Source: an optimization exercise on an open RTL-to-GDS flow (aim: a short achievable clock period and few clock cycles per item). Production flows keep margins and buffers that such runs may drop.
Function was checked by simulation only, so behaviour that the tests miss may differ from the original.
Power figures rest on the tool's default switching activity, not on a simulated workload.

==> design/flow/design.v <==
`default_nettype none
package sha256_pkg;
  localparam logic [255:0] c_iv = {
    32'h6a09e667, 32'hbb67ae85, 32'h3c6ef372, 32'ha54ff53a,
    32'h510e527f, 32'h9b05688c, 32'h1f83d9ab, 32'h5be0cd19
  };
  function automatic logic [31:0] rotr(input logic [31:0] x, input integer n);
    rotr = (x >> n) | (x << (32 - n));
  endfunction
  function automatic logic [31:0] bsig0(input logic [31:0] x);
    bsig0 = rotr(x, 2) ^ rotr(x, 13) ^ rotr(x, 22);
  endfunction
  function automatic logic [31:0] bsig1(input logic [31:0] x);
    bsig1 = rotr(x, 6) ^ rotr(x, 11) ^ rotr(x, 25);
  endfunction
  function automatic logic [63:0] csa(input logic [31:0] x, input logic [31:0] y,
                                      input logic [31:0] z);
    logic [31:0] s, c;
    s = x ^ y ^ z;
    c = ((x & y) | (x & z) | (y & z)) << 1;
    csa = {s, c};
  endfunction
endpackage
`default_nettype wire
`default_nettype none
module sha256_k_rom (
  input  logic [5:0]  i_addr,
  output logic [31:0] o_k
);
  always_comb begin
    o_k = 32'h0;
    unique case (i_addr)
      6'd0:  o_k = 32'h428a2f98;  6'd1:  o_k = 32'h71374491;
      6'd2:  o_k = 32'hb5c0fbcf;  6'd3:  o_k = 32'he9b5dba5;
      6'd4:  o_k = 32'h3956c25b;  6'd5:  o_k = 32'h59f111f1;
      6'd6:  o_k = 32'h923f82a4;  6'd7:  o_k = 32'hab1c5ed5;
      6'd8:  o_k = 32'hd807aa98;  6'd9:  o_k = 32'h12835b01;
      6'd10: o_k = 32'h243185be;  6'd11: o_k = 32'h550c7dc3;
      6'd12: o_k = 32'h72be5d74;  6'd13: o_k = 32'h80deb1fe;
      6'd14: o_k = 32'h9bdc06a7;  6'd15: o_k = 32'hc19bf174;
      6'd16: o_k = 32'he49b69c1;  6'd17: o_k = 32'hefbe4786;
      6'd18: o_k = 32'h0fc19dc6;  6'd19: o_k = 32'h240ca1cc;
      6'd20: o_k = 32'h2de92c6f;  6'd21: o_k = 32'h4a7484aa;
      6'd22: o_k = 32'h5cb0a9dc;  6'd23: o_k = 32'h76f988da;
      6'd24: o_k = 32'h983e5152;  6'd25: o_k = 32'ha831c66d;
      6'd26: o_k = 32'hb00327c8;  6'd27: o_k = 32'hbf597fc7;
      6'd28: o_k = 32'hc6e00bf3;  6'd29: o_k = 32'hd5a79147;
      6'd30: o_k = 32'h06ca6351;  6'd31: o_k = 32'h14292967;
      6'd32: o_k = 32'h27b70a85;  6'd33: o_k = 32'h2e1b2138;
      6'd34: o_k = 32'h4d2c6dfc;  6'd35: o_k = 32'h53380d13;
      6'd36: o_k = 32'h650a7354;  6'd37: o_k = 32'h766a0abb;
      6'd38: o_k = 32'h81c2c92e;  6'd39: o_k = 32'h92722c85;
      6'd40: o_k = 32'ha2bfe8a1;  6'd41: o_k = 32'ha81a664b;
      6'd42: o_k = 32'hc24b8b70;  6'd43: o_k = 32'hc76c51a3;
      6'd44: o_k = 32'hd192e819;  6'd45: o_k = 32'hd6990624;
      6'd46: o_k = 32'hf40e3585;  6'd47: o_k = 32'h106aa070;
      6'd48: o_k = 32'h19a4c116;  6'd49: o_k = 32'h1e376c08;
      6'd50: o_k = 32'h2748774c;  6'd51: o_k = 32'h34b0bcb5;
      6'd52: o_k = 32'h391c0cb3;  6'd53: o_k = 32'h4ed8aa4a;
      6'd54: o_k = 32'h5b9cca4f;  6'd55: o_k = 32'h682e6ff3;
      6'd56: o_k = 32'h748f82ee;  6'd57: o_k = 32'h78a5636f;
      6'd58: o_k = 32'h84c87814;  6'd59: o_k = 32'h8cc70208;
      6'd60: o_k = 32'h90befffa;  6'd61: o_k = 32'ha4506ceb;
      6'd62: o_k = 32'hbef9a3f7;  6'd63: o_k = 32'hc67178f2;
      default: o_k = 32'h0;
    endcase
  end
endmodule
`default_nettype wire
`default_nettype none
module sha256_round_core (
  input  logic         clock,
  input  logic         reset,
  input  logic         start,
  input  logic         first_block,
  input  logic         w_reg_rdy,
  input  logic [31:0]  w_reg_data,
  output logic         w_reg_read,
  output logic [5:0]   w_reg_addr,
  output logic         busy,
  output logic         done,
  output logic [255:0] digest
);
  logic        r_busy, r_done, r_read;
  logic        r_go;         
  logic        r_first;      
  logic [5:0]  r_addr;       
  logic        r_p1, r_p2;   
  logic [5:0]  r_widx;       
  logic        r_rv;         
  logic        r_last;       
  logic        w_idle, w_go, w_acc;
  assign w_idle = ~r_busy & ~r_done;
  assign w_go   = w_idle & start;
  assign w_acc  = r_read & w_reg_rdy;
  assign w_reg_read = r_read;
  assign w_reg_addr = r_addr;
  assign busy       = r_busy;
  assign done       = r_done;
  always_ff @(posedge clock or posedge reset) begin
    if (reset) begin
      r_busy  <= 1'b0;
      r_done  <= 1'b0;
      r_read  <= 1'b0;
      r_go    <= 1'b0;
      r_first <= 1'b0;
      r_addr  <= 6'd0;
      r_p1    <= 1'b0;
      r_p2    <= 1'b0;
      r_widx  <= 6'd0;
      r_rv    <= 1'b0;
      r_last  <= 1'b0;
    end else begin
      r_done <= r_rv & r_last;
      r_go   <= w_go;
      if (w_go) r_first <= first_block;
      if (w_go)               r_busy <= 1'b1;
      else if (r_rv & r_last) r_busy <= 1'b0;
      if (w_go)                          r_read <= 1'b1;
      else if (w_acc && r_addr == 6'd63) r_read <= 1'b0;
      if (w_acc) r_addr <= r_addr + 6'd1;
      r_p1 <= w_acc;
      r_p2 <= r_p1;
      if (r_p2) r_widx <= r_widx + 6'd1;
      r_rv   <= r_p2;
      r_last <= r_p2 && r_widx == 6'd63;
    end
  end
  logic [31:0] r_a, r_b, r_c, r_d, r_e, r_f, r_g, r_h;
  logic [31:0] r_hv [8];
  logic [31:0] r_w;          
  logic [31:0] r_xa, r_xe;   
  assign digest = {r_hv[0], r_hv[1], r_hv[2], r_hv[3],
                   r_hv[4], r_hv[5], r_hv[6], r_hv[7]};
  logic [31:0] r_kh0, r_kh4;
  logic [31:0] w_k;
  logic [5:0]  w_kidx;
  assign w_kidx = r_widx + 6'd1;
  sha256_k_rom u_k_rom (
    .i_addr (w_kidx),
    .o_k    (w_k)
  );
  always_ff @(posedge clock or posedge reset) begin
    if (reset) begin
      r_kh0 <= 32'h428a2f98;
      r_kh4 <= 32'h428a2f98;
    end else if (r_p2) begin
      r_kh0 <= w_k + ((w_kidx == 6'd63) ? r_hv[0] : 32'h0);
      r_kh4 <= w_k + ((w_kidx == 6'd63) ? r_hv[4] : 32'h0);
    end
  end
  logic [31:0] w_hn, w_dn;
  logic [63:0] w_pe1;
  assign w_hn  = r_rv ? r_g : r_h;
  assign w_dn  = r_rv ? r_c : r_d;
  assign w_pe1 = sha256_pkg::csa(w_hn, w_dn, r_kh4);
  always_ff @(posedge clock) begin
    if (r_p2) begin
      r_w  <= w_reg_data;
      r_xa <= w_hn + r_kh0;
      r_xe <= w_pe1[63:32] + w_pe1[31:0];
    end
  end
  logic [31:0] w_s1, w_ch, w_s0, w_maj, w_an, w_en;
  logic [63:0] w_ra1, w_ra2, w_ra3, w_ra4, w_re1, w_re2;
  assign w_s1  = sha256_pkg::bsig1(r_e);
  assign w_ch  = (r_e & r_f) ^ (~r_e & r_g);
  assign w_s0  = sha256_pkg::bsig0(r_a);
  assign w_maj = (r_a & r_b) ^ (r_a & r_c) ^ (r_b & r_c);
  assign w_re1 = sha256_pkg::csa(r_xe, r_w, w_ch);
  assign w_re2 = sha256_pkg::csa(w_re1[63:32], w_re1[31:0], w_s1);
  assign w_en  = w_re2[63:32] + w_re2[31:0];
  assign w_ra1 = sha256_pkg::csa(r_xa, r_w, w_ch);
  assign w_ra2 = sha256_pkg::csa(w_maj, w_s0, w_s1);
  assign w_ra3 = sha256_pkg::csa(w_ra1[63:32], w_ra1[31:0], w_ra2[63:32]);
  assign w_ra4 = sha256_pkg::csa(w_ra3[63:32], w_ra3[31:0], w_ra2[31:0]);
  assign w_an  = w_ra4[63:32] + w_ra4[31:0];
  always_ff @(posedge clock) begin
    if (r_go) begin
      if (r_first) {r_a, r_b, r_c, r_d, r_e, r_f, r_g, r_h} <= sha256_pkg::c_iv;
      else         {r_a, r_b, r_c, r_d, r_e, r_f, r_g, r_h} <= digest;
    end else if (r_rv) begin
      r_a <= w_an; r_b <= r_a; r_c <= r_b; r_d <= r_c;
      r_e <= w_en; r_f <= r_e; r_g <= r_f; r_h <= r_g;
    end
  end
  always_ff @(posedge clock or posedge reset) begin
    if (reset) begin
      for (int i = 0; i < 8; i++) r_hv[i] <= 32'h0;
    end else if (r_go && r_first) begin
      for (int i = 0; i < 8; i++) r_hv[i] <= sha256_pkg::c_iv[255-32*i -: 32];
    end else if (r_rv && r_last) begin
      r_hv[0] <= w_an;
      r_hv[1] <= r_hv[1] + r_a;
      r_hv[2] <= r_hv[2] + r_b;
      r_hv[3] <= r_hv[3] + r_c;
      r_hv[4] <= w_en;
      r_hv[5] <= r_hv[5] + r_e;
      r_hv[6] <= r_hv[6] + r_f;
      r_hv[7] <= r_hv[7] + r_g;
    end
  end
endmodule
`default_nettype wire
==> design/flow/flow/run.sh <==
#!/bin/bash
set -euo pipefail
cd "$(dirname "$0")/.."
bash standard.sh ADDER_MAP_FILE= SETUP_SLACK_MARGIN=6.25 finish > standard_flow.log 2>&1
==> design/flow/standard.sh <==
#!/bin/bash
# synth_recipe.tcl (not shown) runs the flow's synth.tcl, then flattens the netlist and writes it again
# the make line also repeats each setting of config.mk as NAME=value (left out here)
make -C /OpenROAD-flow-scripts/flow DESIGN_CONFIG=/design/flow/config.mk WORK_HOME=/design/flow/orfs CLKGATE_MAP_FILE= SYNTH_SCRIPT=/design/flow/synth_recipe.tcl "${@:-finish}"
==> design/flow/config.mk <==
export PLATFORM = sky130hd
export DESIGN_NAME = sha256_round_core
export DESIGN_NICKNAME = sha256_round_core
export VERILOG_FILES = /design/flow/design.v
export SDC_FILE = /design/flow/constraint.sdc
export NUM_CORES = 4
export LEC_CHECK = 0
export ABC_AREA = 1
export CAP_MARGIN = 20
export CORE_MARGIN = 2
export CORE_UTILIZATION = 30
export PLACE_DENSITY = 0.5
export SLEW_MARGIN = 20
==> design/flow/constraint.sdc <==
create_clock -name core_clock -period 9.0 [get_ports {clock}]
set_input_delay 1.8000 -clock core_clock [delete_from_list [all_inputs] [get_ports {clock}]]
set_output_delay 1.8000 -clock core_clock [all_outputs]
set_load 0.01 [all_outputs]
==> results.txt <==
metal layers:
metal  track usage  routed length [um]  vias up
li1              -                   -    35200
met1         0.435              147000    37600
met2         0.549              168000     3651
met3        0.0769               33500     1117
met4         0.266               36600       16
met5       0.00260                 174        -
final timing paths:
kind                                  start                      end  slack (ns)  depth (start not counted)
hold / removal               r_p1$_DFF_PP0_           r_p2$_DFF_PP0_        0.35                          0
hold reg to reg              r_p1$_DFF_PP0_           r_p2$_DFF_PP0_        0.35                          0
min in group asynchronous             reset  r_hv[2][21]$_DFFE_PP0P_        1.38                          3
setup / recovery           r_a[5]$_DFFE_PP_        r_a[28]$_DFFE_PP_        5.38                         25
setup reg to reg           r_a[5]$_DFFE_PP_        r_a[28]$_DFFE_PP_        5.38                         25
max in group asynchronous             reset  r_hv[4][29]$_DFFE_PP0P_        6.55                          4
where the power goes:
part,total [uW],switching [uW],internal [uW]
Clock,4090,1730,2350
Combinational,63.1,43.6,19.4
Sequential,3270,0,3270
layout make-up:
| cell class | count | area, um2 |
|---|---|---|
| multi-input cells | 7292 | 50400 |
| fillers | 19100 | 95900 |
| well taps | 2640 | 3300 |
| repair inverters | 4 | 63.8 |
| clock inverters | 47 | 564 |
| flip-flops and latches | 693 | 18700 |
| diodes | 14 | 35.0 |
| repair buffers | 1968 | 19200 |
| clock buffers | 131 | 2660 |
| inverters | 1635 | 6540 |
registers in the layout (all words and copies together) (netlist names), 6 cells and up:
signal,flops
r_hv,256
r_a,32
r_b,32
r_c,32
r_d,32
r_e,32
r_f,32
r_g,32
r_h,32
r_kh0,32
r_kh4,32
r_w,32
r_xa,32
r_xe,32
r_addr,6
r_widx,6
kinds of logic after synthesis:
kind of cell	after synthesis	synth area share
XOR/XNOR	329	0.0484
AND/OR/NAND/NOR	5287	0.360
AO/OA/AOI/OAI	1674	0.159
buffers and inverters	1873	0.121
flip-flops	693	0.310
synthesized netlist by cell type, drive strengths merged (16+ instances only):
cell / number / area share
nand2: 3133 / 0.20
inv: 1628 / 0.10
nor2: 1225 / 0.078
nand3: 652 / 0.055
o21ai: 618 / 0.053
a21oi: 546 / 0.046
dfrtp: 315 / 0.13
edfxtp: 288 / 0.15
xor2: 242 / 0.036
o22ai: 229 / 0.024
clkbuf: 134 / 0.0085
buf: 104 / 0.0097
xnor2: 87 / 0.013
nand4: 75 / 0.0082
or2: 72 / 0.0076
dfxtp: 64 / 0.022
nor3: 53 / 0.0045
nand3b: 47 / 0.0059
a31oi: 40 / 0.0042
o211ai: 39 / 0.0050
a22oi: 32 / 0.0040
o21bai: 28 / 0.0037
dfstp: 26 / 0.011
a21boi: 23 / 0.0029
o22a: 17 / 0.0025
o31ai: 17 / 0.0021
a221oi: 16 / 0.0024
nor4: 16 / 0.0017
through the flow:
stage                     cells  hold WS (ns)  setup WS, ns  instance area (um2)   util
final                     14400         0.346          5.38               101000  0.514
after floorplan            9856         0.331          2.66                59900      -
after detailed placement  12600         0.340          3.72                65700  0.333
after CTS                 13900         0.352          5.59                90000  0.456
after global placement    12600         0.334          3.70                65700  0.333
after global routing      14400         0.385          5.33               101000  0.514
timing repair:
item	CTS	global route
cloned	29	5
setup endpoints to repair	1172	931
hold endpoints to repair	0	0
gates resized for setup	4490	1969
buffers inserted	1074	498
pin swaps	711	942
==> impl_metrics.ini <==
[status]
outcome = finished clean

[clock_tree]
clkSinkCount = 693
insertion_delay_ns = 0.80
tritoncts = built
cts_root_buf = clkbuf_16
cts_hold_buf = 0
cts-htree-levels = 3
cts_buffer_depth = 3
cts_buffers = 94
clkSlewWorstSetupHoldPaths_ns = 0.06

[routing]
via_per_inst = 5.38
drt_wl_total_um = 386000
vias = 77600
drc = 0
antenna_left = 0
routedWlPerCell_um = 26.7
drt_pass1_iterations = 6
drtIter0Drc = 7672

[global_routing]
grt_pass1_vias = 71000
grt_usage = 0.356
antenna_found_initial = 28
grt_max_degree = 129
grt-ovfl-total = 0
grt_pass1_wl_um = 516000

[synth]
ys_warn_count = 3
synth_cell_types = 68
avgSynthCellArea_um2 = 6.04
syn_area_um2 = 59600
synth-seq-cells = 693
synth_flop_cell = dfrtp_1
ys_async_sr_fraction = 0.492
synth_cells = 9856
yosysSeqAreaShare = 0.310
synth_nets = 9893
synth_edf_count = 288

[power]
p_per_area_nw_per_um2 = 73.2
leakage_uw = 0.0497
total_power_uw = 7420
ir_worst_vdd_mv = 0.147

[floorplan]
core_area_um2 = 197000
die_h_um = 450
rows = 163
die_x_um = 450
dieArea_um2 = 202000
ios = 302
initial_core_util = 0.302

[worst_setup_path]
critical_path_class = flop to flop
path_buf_inv = 3
cp_top_family = simple AND/OR/NAND/NOR gates
critical_path_required_ns = 9.51
crit_top_cell = nand2_2
slowest_delay_ns = 0.46
cp_slowest_cell = edfxtp_1
path_max_fanout = 7
worstSetupEndpointType = flop
arrival_ns = 4.13
start_kind = flop

[cells_and_area]
syn_to_final_growth_pct = 70.3
drive_gt1_frac = 0.461
layout.nets = 11700
final_cell_mix = 1,914 x nand2_1, 1,281 x inv_1, 1,142 x buf_4
layout_commonest_cell = nand2_1

[hold_path]
hp-class = flop to flop

[placed_design]
port_buffers = 301
dp_hpwl_um = 277000
globalplace.congestion = 1.04

[sta]
fmax_mhz = 277
drv_slew = 0
max_slew_margin = 0.257
hold_violations = 0
finalCritPeriodShare = 0.402
tns_ns = 0
finalSetupViolations = 0
tightest_slew_ns = 1.11
skew_ns = 0.0538
grt_setup_unrepaired = yes
fin_crit_ns = 3.62

[job]
max_cap_viol_count = 0
Testbench counts, summed over its fixed seeds: cycles 20,198, blocks 256.

-- what the ideal ports hide --
How much do the figures lean on ideal ports? The routed layout below was timed once more, with nothing changed but the port constraints.
Step 1: set_driving_cell puts a clkbuf_16 on clock and a buf_2 on each other input, an assumption about the parent block.
Step 2 also shifts input and output timing later by t, the mid clock arrival at the registers, as if the neighbouring blocks saw the same clock.
Slacks: ideal / step 1 / step 2; pairs: ideal / step 1.
t, ns: 0.871
setup WS [ns]: 5.384 / 5.384 / 5.384
worst hold slack (ns): 0.346 / 0.346 / 0.346
pins driven straight from the clock port: 1
After both steps setup and hold are still met in this run. For this run, drivers alone change the setup slack by 0.000 ns; drivers and shift together by 0.000 ns.
